This is an optimization exercise on Yosys and OpenROAD, whose aim is small area, a short achievable clock period and few clock cycles, not a production implementation. No functional check of the RTL was part of any run shown here.

`flow/run.sh`:
```
#!/bin/bash
# The standard layout (standard.sh: the standard flow's own synthesis and ORFS flow), with its timing
# repair aiming for setup slack of SETUP_SLACK_MARGIN ns beyond the clock period, so that
# the achieved period comes out well below it. The make output goes to flow_make.log.
set -euo pipefail
export SETUP_SLACK_MARGIN=${MARGIN:-7.8}
bash standard.sh > flow_make.log 2>&1
```
`standard.sh`:
```
#!/bin/bash
# synth_recipe.tcl (not shown) runs the flow's synth.tcl, then flattens the netlist and writes it again
# the make line also repeats each setting of config.mk as NAME=value (left out here)
make -C /OpenROAD-flow-scripts/flow DESIGN_CONFIG=/design/flow/config.mk WORK_HOME=/design/flow/orfs CLKGATE_MAP_FILE= SYNTH_SCRIPT=/design/flow/synth_recipe.tcl "${@:-finish}"
```
`config.mk`:
```
export PLATFORM = sky130hd
export DESIGN_NAME = uint_to_decimal_ascii_core
export DESIGN_NICKNAME = uint_to_decimal_ascii_core
export VERILOG_FILES = /design/flow/design.v
export SDC_FILE = /design/flow/constraint.sdc
export NUM_CORES = 4
export LEC_CHECK = 0
export CAP_MARGIN = 20
export CORE_MARGIN = 2
export CORE_UTILIZATION = 40
export PLACE_DENSITY = 0.6
export SLEW_MARGIN = 20
```
`constraint.sdc`:
```
create_clock -name core_clock -period 11.0 [get_ports {i_clk}]
set_input_delay 2.2000 -clock core_clock [delete_from_list [all_inputs] [get_ports {i_clk}]]
set_output_delay 2.2000 -clock core_clock [all_outputs]
set_load 0.01 [all_outputs]
```
`design.v`:
```
module uint_to_decimal_ascii_core (
    input  logic         i_clk,
    input  logic         i_rst_n,
    input  logic         in_valid,
    output logic         in_ready,
    input  logic [31:0]  in_value,
    output logic         out_valid,
    input  logic         out_ready,
    output logic [5:0]   out_char,
    output logic         out_last
);
    localparam logic [1:0] P_IDLE  = 2'd0;    
    localparam logic [1:0] P_FETCH = 2'd1;    
    localparam logic [1:0] P_WAITX = 2'd2;    
    function automatic logic [38:0] dd4(input logic [38:0] bcd, input logic [3:0] nib);
        logic [38:0] b;
        b = bcd;
        for (int s = 3; s >= 0; s--) begin
            for (int j = 0; j < 9; j++) begin
                if (b[4*j +: 4] >= 4'd5) b[4*j +: 4] = b[4*j +: 4] + 4'd3;
            end
            b = {b[37:0], nib[s]};
        end
        dd4 = b;
    endfunction
    function automatic logic [3:0] lead_digit(input logic [39:0] bcd);
        logic [3:0] k;
        k = '0;
        for (int j = 1; j < 10; j++) begin
            if (bcd[4*j +: 4] != 4'd0) k = 4'(j);
        end
        lead_digit = k;
    endfunction
    logic [1:0]  r_pst;
    logic [2:0]  r_fidx;      
    logic        r_in_ready;
    logic [2:0]  top;
    logic [3:0]  top_lo, top_hi;
    logic        found;
    always_comb begin
        top    = 3'd0;
        top_lo = in_value[3:0];
        top_hi = in_value[7:4];
        found  = 1'b0;
        for (int k = 7; k >= 2; k--) begin
            if (!found && in_value[4*k +: 4] != 4'd0) begin
                found  = 1'b1;
                top    = 3'(k - 1);
                top_lo = in_value[4*k - 4 +: 4];
                top_hi = in_value[4*k +: 4];
            end
        end
    end
    logic [3:0]  r_nib;       
    logic [4:0]  r_nhb;       
    logic        r_nv, r_nfirst, r_nlast;
    logic [38:0] r_cb;
    logic        r_cb_done;
    logic [38:0] r_ob;
    logic [3:0]  r_ob_ptr;
    logic        r_ob_full;
    logic        r_ovalid, r_olast, r_svalid, r_slast;
    logic [3:0]  r_odig, r_sdig;
    logic push, ob_free, cb_move, stall, step, fetch, o_free;
    logic [3:0] nib_now, ob_dig;
    logic [39:0] ob_x;
    assign push    = r_ob_full && !r_svalid;
    assign ob_free = !r_ob_full || (push && r_ob_ptr == 4'd0);
    assign cb_move = r_cb_done && ob_free;
    assign stall   = r_nv && r_nfirst && r_cb_done && !cb_move;
    assign step    = r_nv && !stall;
    assign fetch   = (r_pst == P_FETCH || (r_pst == P_IDLE && in_valid)) && !stall;
    assign nib_now = in_value[4*r_fidx +: 4];
    assign ob_x    = {1'b0, r_ob};
    assign ob_dig  = ob_x[4*r_ob_ptr +: 4];
    logic [1:0] n_pst;
    logic [2:0] n_fidx;
    logic       n_nv, n_nfirst, n_cb_done, n_ob_full, n_stall;
    always_comb begin
        n_pst    = r_pst;
        n_fidx   = r_fidx;
        n_nv     = fetch || (r_nv && stall);
        n_nfirst = fetch ? (r_pst == P_IDLE) : r_nfirst;
        if (fetch) begin
            if (r_pst == P_IDLE) begin
                n_fidx = top - 3'd1;
                n_pst  = (top == 3'd0) ? P_WAITX : P_FETCH;
            end else begin
                n_fidx = r_fidx - 3'd1;
                if (r_fidx == 3'd0) n_pst = r_in_ready ? P_IDLE : P_WAITX;
            end
        end else if (r_pst == P_WAITX) begin
            n_pst = P_IDLE;
        end
        n_cb_done = (r_cb_done && !cb_move) || (step && r_nlast);
        n_ob_full = (r_ob_full && !(push && r_ob_ptr == 4'd0)) || cb_move;
        n_stall   = n_nv && n_nfirst && n_cb_done && n_ob_full;
    end
    assign o_free = !r_ovalid || out_ready;
    always_ff @(posedge i_clk) begin
        if (!i_rst_n) begin
            r_pst      <= P_IDLE;
            r_in_ready <= 1'b0;
            r_nv       <= 1'b0;
            r_cb_done  <= 1'b0;
            r_ob_full  <= 1'b0;
            r_ovalid   <= 1'b0;
            r_svalid   <= 1'b0;
        end else begin
            r_pst      <= n_pst;
            r_in_ready <= (n_pst == P_WAITX) || (n_pst == P_FETCH && n_fidx == 3'd0 && !n_stall);
            r_nv       <= n_nv;
            r_cb_done  <= n_cb_done;
            r_ob_full  <= n_ob_full;
            if (o_free) begin
                r_ovalid <= r_svalid || push;
                r_svalid <= 1'b0;
            end else if (push) begin
                r_svalid <= 1'b1;
            end
        end
    end
    always_ff @(posedge i_clk) begin
        r_fidx   <= n_fidx;
        r_nfirst <= n_nfirst;
        if (fetch) begin
            if (r_pst == P_IDLE) begin
                r_nib   <= top_lo;
                r_nhb   <= {(top_hi >= 4'd10), top_hi - ((top_hi >= 4'd10) ? 4'd10 : 4'd0)};
                r_nlast <= (top == 3'd0);
            end else begin
                r_nib   <= nib_now;
                r_nlast <= (r_fidx == 3'd0);
            end
        end
        if (step) begin
            r_cb <= dd4(r_nfirst ? {34'd0, r_nhb} : r_cb, r_nib);
        end
        if (cb_move) begin
            r_ob     <= r_cb;
            r_ob_ptr <= lead_digit({1'b0, r_cb});
        end else if (push) begin
            r_ob_ptr <= r_ob_ptr - 4'd1;
        end
        if (o_free) begin
            r_odig  <= r_svalid ? r_sdig : ob_dig;
            r_olast <= r_svalid ? r_slast : (r_ob_ptr == 4'd0);
        end else if (push) begin
            r_sdig  <= ob_dig;
            r_slast <= (r_ob_ptr == 4'd0);
        end
    end
    assign in_ready  = r_in_ready;
    assign out_valid = r_ovalid;
    assign out_char  = {2'b11, r_odig};
    assign out_last  = r_olast;
endmodule
```
==> results of run 1 <==
==> through the flow <==
step / util, % / hold slack [ns] / setup WS, ns / std cells
after detailed placement: 44.4 / 0.415 / 5.42 / 1355
final: 57.4 / 0.447 / 6.70 / 1570
after global placement: 44.4 / 0.425 / 5.45 / 1355
after floorplan: - / 0.400 / 6.57 / 1051
after CTS: 52.0 / 0.427 / 6.73 / 1482
after global routing: 57.4 / 0.457 / 6.66 / 1570
==> cell usage after synthesis (8+ instances only) <==
cell      number
nor3_1        26
ha_1          17
o21ai_1        8
dfxtp_1       12
nand3_1       18
nor2b_1       31
edfxtp_1     102
o21a_1        10
xnor2_1       25
buf_2         16
a21oi_1       82
mux2i_1       26
mux2_2        15
o21ai_0       71
nor2_1       101
inv_1         31
nor4_1        18
nand2b_1      25
o22ai_1       22
a211oi_1      20
a31oi_1       14
or3_1         10
or4_1          8
or2_2         12
clkbuf_1      38
nand2_1       85
nor3b_1       12
mux4_2        16
==> critical path, cell delays in order <==
cell,delay (ns)
buf_8,0.11
or4_4,0.55
buf_4,0.16
nand3_1,0.10
o22ai_2,0.11
nor3_2,0.21
a211oi_2,0.06
o31ai_2,0.32
a21boi_4,0.27
ha_4,0.16
ha_4,0.13
xnor2_2,0.06
==> flip-flops by register name, summed over array words and instances, names as in the netlist <==
register / cells
r_nfirst: 1
r_nib: 4
r_ob: 39
r_cb_done: 1
r_ob_ptr: 4
r_svalid: 1
r_ob_full: 1
r_odig: 4
r_nlast: 1
r_ovalid: 1
r_slast: 1
r_fidx: 3
r_nhb: 5
r_olast: 1
r_cb: 39
r_sdig: 4
r_in_ready: 1
r_pst: 2
r_nv: 1
==> kinds of logic after synthesis <==
| family | count (synthesis) | synth area share, % |
|---|---|---|
| other | 1 | 0.0396 |
| buffers and inverters | 98 | 4.60 |
| and+or+nand+nor | 393 | 21.8 |
| muxes | 61 | 9.03 |
| xor gates and xnor gates | 35 | 3.60 |
| AOI/OAI and AO/OA | 329 | 23.6 |
| adders and majority gates | 19 | 2.46 |
| DFF | 114 | 34.9 |
==> path summary, 6_finish.rpt <==
path | from | to | slack (ns) | depth (start not counted)
hold reg to reg | r_nib[0] | r_cb[0] | 0.45 | 0
setup reg to reg | r_nfirst | r_cb[8] | 7.34 | 17
hold / removal | r_nib[0] | r_cb[0] | 0.45 | 0
setup / recovery | in_value[21] | r_nhb[3] | 6.70 | 12
==> layout make-up <==
cell class	count	area [um^2]	share of cell area, %
Sequential cell	114	3310	24.7
Inverter	33	134	1.00
Timing Repair Buffer	230	2000	15.0
Tap cell	319	399	2.98
Clock inverter	8	52.6	0.393
Multi-Input combinational cell	842	6920	51.7
Clock buffer	24	568	4.24
==> per-layer routing <==
layer	share of wire, %	track usage [%]	vias up	wire length [um]
li1	-	-	4404	-
met3	5.2	3.20	33	1460
met2	48	32.9	247	13500
met1	46	30.4	4408	12800
met4	1.0	4.63	0	292
met5	0	0	-	0
==> repair_timing <==
item / CTS / global route
hold buffers: 0 / 0
pin swaps: 54 / 73
cloned: 3 / 4
buffers inserted: 92 / 84
resized for setup: 218 / 128
hold endpoints to repair: 0 / 0
setup endpoints to repair: 74 / 72
==> impl_metrics.tcl, run 1 <==
set metrics [dict create \
    status "timing/DRC/antenna clean" \
    start_kind "input pin" \
    synth-seq-cells 114 \
    fmax_mhz 233 \
    synth_ff_type "edfxtp_1" \
    arrival_ns 4.46 \
    slew_viol_final 0 \
    place.gp.congestion 0.856 \
    period_share_pct 39.1 \
    firstDrtPassIters 6 \
    finalHoldViolations 0 \
    worst_pin_slew_ns 0.816 \
    grt_pass1_wl_mm 41.7 \
    path_clk_slew_ns 0.06 \
    synth_edf_count 102 \
    final_antenna_net_count 0 \
    worstSetupPathType "input pin to flop" \
    synth_seq_area_share_pct 34.9 \
    wl_per_cell_um 17.8 \
    stdcell_area_um2 13400 \
    synth_top_area_share_pct 32.4 \
    cts_inserted_buffers 17 \
    synth_area_um2 9470 \
    design.die.area_um2 24900 \
    post-dp-hpwl_mm 16.3 \
    post_dp_cell_area_um2 10400 \
    first_global_vias 8036 \
    core_area_um2 23300 \
    setup_viol 0 \
    num_vias 9092 \
    synthTopCellsByArea "edfxtp_1 (32%), a21oi_1 (4.3%), nor2_1 (4.0%)" \
    drive_above_1_share_pct 37.9 \
    fp.dieH_um 158 \
    async_reset_ff_share_pct 0 \
    worstPathRequired_ns 11.16 \
    numPortBuffers 42 \
    final_cell_mix "buf_4 (159), edfxtp_1 (102), nor2_1 (86), nand2_1 (80), a21oi_1 (69)" \
    final_common_cell "buf_4" \
    period_needed_ns 4.30 \
    yosysWarnings 1 \
    ys_types 99 \
    critPathCaptureType "flop" \
    io-pin-count 45 \
    antenna_cells 0 \
    drc 0 \
    nets 1291 \
    clockBufferDepth 2 \
    track_usage_pct 20.9 \
    cts.htree.levels 4 \
    start_util_pct 40.6 \
    syn_to_final_growth_pct 41.4 \
    netlist_instances 1050 \
    cts_tree "built" \
    hp-class "flop to flop" \
    final.setup.tns_ns 0 \
    worst-path-max-fanout 4 \
    num_rows 56 \
    root_buffer "clkbuf_16" \
    n_fill_cell 1946 \
    drv_cap 0 \
    slew_headroom_pct 45.6 \
    clock_sinks 114 \
    skew_ns 0.00980 \
    viasPerCell 5.79 \
    drtIter0Drc 706 \
    avgSynthCellArea_um2 9.01 \
    clk_latency_ns 0.41 \
    rsz0062_at_grt "yes" \
    grt_overflow 0 \
    synth_largest_area_cell "edfxtp_1" \
    die_x_um 158 \
    grt_max_degree 59 \
    wirelength_mm 28.0 \
    antenna_found_initial 0 \
]
==> run 2: changes to the inputs <==
--- a/design.v
+++ b/design.v
@@ -54,3 +54,3 @@
     logic [3:0]  r_nib;       
-    logic [4:0]  r_nhb;       
+    logic [3:0]  r_nhi;       
     logic        r_nv, r_nfirst, r_nlast;
@@ -128,3 +128,3 @@
                 r_nib   <= top_lo;
-                r_nhb   <= {(top_hi >= 4'd10), top_hi - ((top_hi >= 4'd10) ? 4'd10 : 4'd0)};
+                r_nhi   <= top_hi;
                 r_nlast <= (top == 3'd0);
@@ -136,3 +136,3 @@
         if (step) begin
-            r_cb <= dd4(r_nfirst ? {34'd0, r_nhb} : r_cb, r_nib);
+            r_cb <= dd4(r_nfirst ? {34'd0, (r_nhi >= 4'd10), r_nhi - ((r_nhi >= 4'd10) ? 4'd10 : 4'd0)} : r_cb, r_nib);
         end
--- a/flow/run.sh
+++ b/flow/run.sh
@@ -5,3 +5,3 @@
 set -euo pipefail
-export SETUP_SLACK_MARGIN=${MARGIN:-7.8}
+export SETUP_SLACK_MARGIN=${MARGIN:-7.6}
 bash standard.sh > flow_make.log 2>&1
==> impl_metrics.tcl, run 2 <==
set metrics [dict create \
    period_share_pct 37.6 \
    final.setup.tns_ns 0 \
    wirelength_mm 27.6 \
    final_common_cell "buf_4" \
    die_x_um 158 \
    busiest_layer "met2" \
    cts_inserted_buffers 17 \
    synth_ff_type "edfxtp_1" \
    place.gp.congestion 0.884 \
    grt_overflow 0 \
    firstDrtPassIters 6 \
    first_global_vias 8277 \
    avgSynthCellArea_um2 9.40 \
    critPathCaptureType "flop" \
    worstPathRequired_ns 11.18 \
    finalHoldViolations 0 \
    syn_to_final_growth_pct 52.5 \
    worst_pin_slew_ns 0.833 \
    synth_area_um2 9470 \
    async_reset_ff_share_pct 0 \
    root_buffer "clkbuf_16" \
    status "timing/DRC/antenna clean" \
    viasPerCell 5.44 \
    numPortBuffers 42 \
    met2_usage_pct 36.7 \
    io-pin-count 45 \
    setup_viol 0 \
    fmax_mhz 241 \
    track_usage_pct 22.1 \
    ctsHoldBuffers 0 \
    synth_largest_area_cell "edfxtp_1" \
    core_area_um2 23300 \
    clockBufferDepth 2 \
    netlist_instances 1008 \
    num_vias 8485 \
    path_clk_slew_ns 0.06 \
    grt_use_met3_pct 3.94 \
    synth_edf_count 101 \
    met1_usage_pct 29.7 \
    drive_above_1_share_pct 47.1 \
    final_antenna_net_count 0 \
    synth_seq_area_share_pct 34.6 \
    reg2reg_depth 22 \
    arrival_ns 4.32 \
    grt_pass1_wl_mm 43.2 \
    hold_start "r_nib[0]" \
    antenna_cells 0 \
    regArea_um2 3280 \
    post-dp-hpwl_mm 16.8 \
    yosysWarnings 1 \
    synth_top_area_share_pct 32.0 \
    grt_max_degree 40 \
    reg.largest.list "r_cb (39), r_ob (39)" \
    synth_common_cells "edfxtp_1 (101), nand2_1 (98), nor2_1 (80)" \
    multi_input_area_um2 7760 \
    fp.dieH_um 158 \
    wl_per_cell_um 17.7 \
    r2r-start "r_nfirst" \
    n_fill_cell 1902 \
    antenna_found_initial 0 \
    drv_cap 0 \
    cp-startpoint "r_nfirst" \
    synthTopCellsByArea "edfxtp_1 (32%), ha_1 (8.2%), mux2i_1 (6.3%)" \
    drc 0 \
    hp-class "flop to flop" \
    finalCoreUtilization_pct 61.9 \
    clock_sinks 113 \
    cts_tree "built" \
    final_cell_mix "buf_4 (161), edfxtp_1 (101), nand2_1 (79), nor2_1 (62), inv_1 (44)" \
    synth.most_common_cell "edfxtp_1" \
    worstSetupPathType "flop to flop" \
    ys_types 87 \
    period_needed_ns 4.14 \
    start_kind "flop" \
    slew_viol_final 0 \
    clk_latency_ns 0.42 \
    worst-path-max-fanout 8 \
    worst_hold_slack_ns 0.427 \
    skew_ns 0.0111 \
    start_util_pct 40.6 \
    cts.htree.levels 4 \
    num_rows 56 \
    drtIter0Drc 532 \
    worstHoldPathCells 0 \
    rsz0062_at_grt "yes" \
    synth-seq-cells 113 \
    slew_headroom_pct 44.5 \
    nets 1325 \
    design.die.area_um2 24900 \
]
-- run 2: changes by cell type after synthesis, sizes merged, moves of 17 or more --
cell   change
inv       +34
o21ai     -25
nor2      -21
mux2i     +32
a21oi     -17
buf       -17
ha        +45
-- run 2: worst paths after layout --
| check | end | slack, ns |
|---|---|---|
| worst min register to register | r_cb[0] | 0.43 |
| worst max register to register | r_cb[14] | 6.86 |
| worst max-delay path | r_cb[14] | 6.86 |
| worst min-delay path | r_cb[0] | 0.43 |
-- run 2: stage by stage --
| step | area (um^2) | cells | worst slack, ns |
|---|---|---|---|
| floorplan | 10400 | 1009 | 6.46 |
| global placement | 11100 | 1336 | 5.47 |
| detailed placement | 11100 | 1336 | 5.41 |
| CTS | 13600 | 1504 | 6.87 |
| global route | 14400 | 1559 | 6.64 |
| finish | 14400 | 1559 | 6.86 |
-- run 2: per-layer routing --
layer | wire [um] | up-vias
met5 | 0 | -
met2 | 13500 | 201
met1 | 12400 | 4081
met3 | 1190 | 40
met4 | 495 | 0
li1 | - | 4163
-- run 2: logic make-up (layout without fill, tap and decap cells) --
family          Yosys count  in the layout  synth area share (%)
xor+xnor                 40             40                  3.94
mux                     104            104                  13.6
other cells               1              2                0.0396
compound gates          248            248                  17.3
flops                   113            113                  34.6
buf+inv                 106            337                  4.47
simple gates            334            334                  17.9
fa+ha+maj                62             62                  8.19
-- run 2: critical path, stage by stage (launching register included) --
cell and delay [ns]:
dfxtp_4 0.39, inv_16 0.10, buf_12 0.16, nand2_8 0.07
ha_4 0.17, nor2b_4 0.12, or3_4 0.33, a21oi_4 0.20
inv_2 0.07, ha_4 0.16, nor2b_4 0.12, nor2_2 0.09
a21oi_2 0.08, xnor2_2 0.26, ha_2 0.22, inv_2 0.05
nor2_4 0.08, o21ba_4 0.18, xnor2_4 0.12, inv_1 0.06
ha_2 0.18, or4_4 0.52, o211a_1 0.13
-- run 2: cell type report --
class	count	area share [%]
clock buffers	27	4.14
clock inverters	5	0.208
inverters	67	1.89
multi-input cells	790	53.7
flip-flops and latches	113	22.7
well taps	319	2.76
repair buffers	237	14.5
repair inverters	1	0.0606
-- run 2: repair_timing --
action | CTS | global route
setup buffers | 133 | 54
pin swaps | 113 | 55
setup endpoints to repair | 63 | 61
resized for setup | 261 | 89
cloned | 3 | 1
==> run 3: changes to the inputs <==
--- a/design.v
+++ b/design.v
@@ -1,2 +1,4 @@
-module uint_to_decimal_ascii_core (
+module uint_to_decimal_ascii_core #(
+    parameter int TAIL = 4
+) (
     input  logic         i_clk,
@@ -61,9 +63,16 @@
     logic        r_ob_full;
+    logic [4*TAIL-1:0] r_tb;
+    logic [1:0]  r_tb_ptr;
+    logic        r_tb_full;
     logic        r_ovalid, r_olast, r_svalid, r_slast;
     logic [3:0]  r_odig, r_sdig;
-    logic push, ob_free, cb_move, stall, step, fetch, o_free;
-    logic [3:0] nib_now, ob_dig;
+    logic push, push_ob, push_tb, ob_rel, tb_load, dlast, ob_free, cb_move, stall, step, fetch, o_free;
+    logic [3:0] nib_now, ob_dig, dig;
     logic [39:0] ob_x;
-    assign push    = r_ob_full && !r_svalid;
-    assign ob_free = !r_ob_full || (push && r_ob_ptr == 4'd0);
+    assign push    = (r_ob_full || r_tb_full) && !r_svalid;
+    assign push_tb = push && r_tb_full;
+    assign push_ob = push && !r_tb_full;
+    assign ob_rel  = r_ob_full && !r_tb_full && (r_ob_ptr < 4'(TAIL));
+    assign tb_load = ob_rel && !(push_ob && r_ob_ptr == 4'd0);
+    assign ob_free = !r_ob_full || ob_rel;
     assign cb_move = r_cb_done && ob_free;
@@ -75,2 +84,4 @@
     assign ob_dig  = ob_x[4*r_ob_ptr +: 4];
+    assign dig     = r_tb_full ? r_tb[4*r_tb_ptr +: 4] : ob_dig;
+    assign dlast   = r_tb_full ? (r_tb_ptr == 2'd0) : (r_ob_ptr == 4'd0);
     logic [1:0] n_pst;
@@ -95,3 +106,3 @@
         n_cb_done = (r_cb_done && !cb_move) || (step && r_nlast);
-        n_ob_full = (r_ob_full && !(push && r_ob_ptr == 4'd0)) || cb_move;
+        n_ob_full = (r_ob_full && !ob_rel) || cb_move;
         n_stall   = n_nv && n_nfirst && n_cb_done && n_ob_full;
@@ -106,2 +117,3 @@
             r_ob_full  <= 1'b0;
+            r_tb_full  <= 1'b0;
             r_ovalid   <= 1'b0;
@@ -114,2 +126,7 @@
             r_ob_full  <= n_ob_full;
+            if (tb_load) begin
+                r_tb_full <= 1'b1;
+            end else if (push_tb && r_tb_ptr == 2'd0) begin
+                r_tb_full <= 1'b0;
+            end
             if (o_free) begin
@@ -141,11 +158,17 @@
             r_ob_ptr <= lead_digit({1'b0, r_cb});
-        end else if (push) begin
+        end else if (push_ob) begin
             r_ob_ptr <= r_ob_ptr - 4'd1;
         end
+        if (tb_load) begin
+            r_tb     <= r_ob[4*TAIL-1:0];
+            r_tb_ptr <= 2'(push_ob ? r_ob_ptr - 4'd1 : r_ob_ptr);
+        end else if (push_tb) begin
+            r_tb_ptr <= r_tb_ptr - 2'd1;
+        end
         if (o_free) begin
-            r_odig  <= r_svalid ? r_sdig : ob_dig;
-            r_olast <= r_svalid ? r_slast : (r_ob_ptr == 4'd0);
+            r_odig  <= r_svalid ? r_sdig : dig;
+            r_olast <= r_svalid ? r_slast : dlast;
         end else if (push) begin
-            r_sdig  <= ob_dig;
-            r_slast <= (r_ob_ptr == 4'd0);
+            r_sdig  <= dig;
+            r_slast <= dlast;
         end
==> impl_metrics.tcl, run 3 <==
set metrics [dict create \
    status "timing/DRC/antenna clean" \
    period_needed_ns 4.28 \
    stdcell_area_um2 15200 \
    r2r-start "r_nfirst" \
    final_common_cell "buf_4" \
    drtIter0Drc 560 \
    clockBufferDepth 2 \
    antenna_found_initial 0 \
    synth_largest_area_cell "edfxtp_1" \
    ys_types 90 \
    synth_top_family_by_area "compound AO/OA/AOI/OAI gates" \
    drv_cap 0 \
    wirelength_mm 27.4 \
    synth-seq-cells 132 \
    post_dp_cell_area_um2 11900 \
    cts.htree.levels 4 \
    worstSetupPathType "input pin to flop" \
    arrival_ns 4.63 \
    post-dp-hpwl_mm 17.3 \
    final_cell_mix "buf_4 (154), edfxtp_1 (117), nand2_1 (66), nor2_1 (49), a21oi_1 (47)" \
    grt_overflow 0 \
    firstDrtPassIters 5 \
    yosysWarnings 1 \
    antenna_cells 0 \
    final.setup.tns_ns 0 \
    start_util_pct 40.6 \
    fmax_mhz 234 \
    netlist_instances 1038 \
    synthMuxAreaShare_pct 13.3 \
    drive_above_1_share_pct 47.2 \
    slew_viol_final 0 \
    avgSynthCellArea_um2 9.83 \
    synthTopCellsByArea "edfxtp_1 (34%), ha_1 (7.7%), mux2i_1 (6.3%)" \
    numPortBuffers 42 \
    reg.largest.list "r_cb (39), r_ob (39), r_tb (16)" \
    synthXorXnorAreaFrac_pct 3.67 \
    synth_seq_area_share_pct 37.4 \
    slew_headroom_pct 42.3 \
    synth-adder-area-share_pct 7.72 \
    root_buffer "clkbuf_16" \
    num_rows 58 \
    synth-compound-area-share_pct 17.9 \
    regArea_um2 3820 \
    worst_hold_slack_ns 0.421 \
    period_share_pct 38.9 \
    hold_start "r_nib[0]" \
    synth_common_cells "edfxtp_1 (117), nand2_1 (85), a21oi_1 (74)" \
    clk_latency_ns 0.42 \
    path_clk_slew_ns 0.06 \
    viasPerCell 5.53 \
    worst-path-max-fanout 3 \
    setup_viol 0 \
    synth_edf_count 117 \
    cts_tree "built" \
    wl_per_cell_um 17.2 \
    core_area_um2 25100 \
    first_global_vias 8460 \
    final_antenna_net_count 0 \
    yosys.area_share.simple_pct 15.5 \
    finalHoldViolations 0 \
    grt_pass1_wl_mm 42.8 \
    start_kind "input pin" \
    synth_ff_type "edfxtp_1" \
    rsz0062_at_grt "yes" \
    multi_input_area_um2 8030 \
    clock_sinks 132 \
    syn_to_final_growth_pct 49.2 \
    fp.dieH_um 164 \
    worst_pin_slew_ns 0.865 \
    grt_max_degree 47 \
    async_reset_ff_share_pct 0 \
    n_fill_cell 2001 \
    hp-class "flop to flop" \
    num_vias 8803 \
    skew_ns 0.0137 \
    synth_area_um2 10200 \
    track_usage_pct 20.1 \
    die_x_um 164 \
    cp-startpoint "in_value[22]" \
    nets 1349 \
    synth_top_area_share_pct 34.4 \
    design.die.area_um2 26800 \
    place.gp.congestion 0.887 \
    cts_inserted_buffers 17 \
    worstPathRequired_ns 11.36 \
    io-pin-count 45 \
    synth.most_common_cell "edfxtp_1" \
    critPathCaptureType "flop" \
    ctsHoldBuffers 0 \
    drc 0 \
]
run 3: changes by cell type after synthesis, moves of 6 or more:
cell and change:
edfxtp_1 +16, nand2_1 -13, nor2_1 -11, o211ai_1 -11, a21oi_1 +8, inv_1 +7, nor2b_1 -7, or4_1 -7
mux2_2 -6, nand3_1 -6, or2_2 +6
run 3: cells by family (layout without fill, tap and decap cells):
| family | count (synthesis) | after routing |
|---|---|---|
| other | 1 | 2 |
| AO/OA/AOI/OAI | 275 | 275 |
| XOR/XNOR | 38 | 38 |
| adder cells (fa/ha/maj) | 63 | 63 |
| flip-flops | 132 | 132 |
| AND/OR/NAND/NOR | 309 | 309 |
| buffers and inverters | 113 | 337 |
| multiplexers | 107 | 107 |
run 3: area by class of cell:
| cell class | count | area share (%) |
|---|---|---|
| Timing Repair Buffer | 227 | 13.0 |
| Multi-Input combinational cell | 794 | 52.7 |
| Timing Repair inverter | 2 | 0.189 |
| Tap cell | 330 | 2.71 |
| Inverter | 76 | 2.14 |
| Sequential cell | 132 | 25.1 |
| Clock buffer | 17 | 2.79 |
| Clock inverter | 15 | 1.37 |
run 3: routing by layer:
layer / track usage [%] / vias to the layer above / wire (um)
li1: - / 4288 / -
met2: 35.0 / 156 / 14100
met1: 26.0 / 4311 / 12000
met3: 2.88 / 48 / 800
met4: 5.74 / 0 / 529
met5: 0 / - / 0
run 3: final timing paths:
| path | to | slack (ns) | cells after the start |
|---|---|---|---|
| worst max-delay path | r_in_ready | 6.72 | 12 |
| worst min-delay path | r_cb[0] | 0.42 | 0 |
| worst max register to register | r_cb[16] | 6.87 | 24 |
| worst min register to register | r_cb[0] | 0.42 | 0 |
run 3: critical path, cell delays in order:
cell,delay (ns)
buf_8,0.09
or4_4,0.53
and3b_2,0.29
and3_4,0.19
o41a_4,0.16
nor3_2,0.04
a21o_1,0.19
ha_4,0.28
o21ai_4,0.05
nand3b_1,0.15
a2111o_1,0.36
a21boi_2,0.11
run 3: per-stage QoR:
stage	utilization, %	worst slack (ns)	cells
3_5_place_dp	47.3	5.32	1377
2_1_floorplan	-	6.33	1039
6_report	60.7	6.72	1593
4_1_cts	56.9	6.71	1536
5_1_grt	60.7	6.64	1593
3_3_place_gp	47.3	5.39	1377
run 3: what timing repair did:
item | 4_1_cts | 5_1_grt
setup buffers | 125 | 57
setup endpoints to repair | 73 | 63
pin swaps | 104 | 86
gates resized for setup | 201 | 119
gates cloned | 2 | 0

==> port drivers added, routing unchanged <==
The results above use ideal ports. As a check the final layouts listed here were re-extracted and re-timed, cells and wires unchanged.
Step 1 sets driving cells, clkbuf_16 on the clock port and buf_2 on the other inputs (assumed; they add their load-dependent delay and slew).
Step 2 times the ports against the registers' clock, not the clock port: input delays grow and output delays shrink by t, the midpoint of the rising clock arrivals with the driver on.
Three values: no drivers, after step 1, after step 2; two values: the first two.
run	t (ns)	setup slack, ns	latest minus earliest clock arrival (ns)	worst slew at a driven data input, ns
run 1	0.456	6.701 / 6.707 / 6.252	0.011 / 0.011	0.06
run 2	0.461	6.859 / 6.859 / 6.428	0.011 / 0.011	0.05
run 3	0.457	6.725 / 6.728 / 6.271	0.013 / 0.014	0.06
After both steps every run listed still meets setup and hold. For run 3, which loses most, drivers alone change the setup slack by +0.003 ns; drivers and shift together by -0.454 ns.
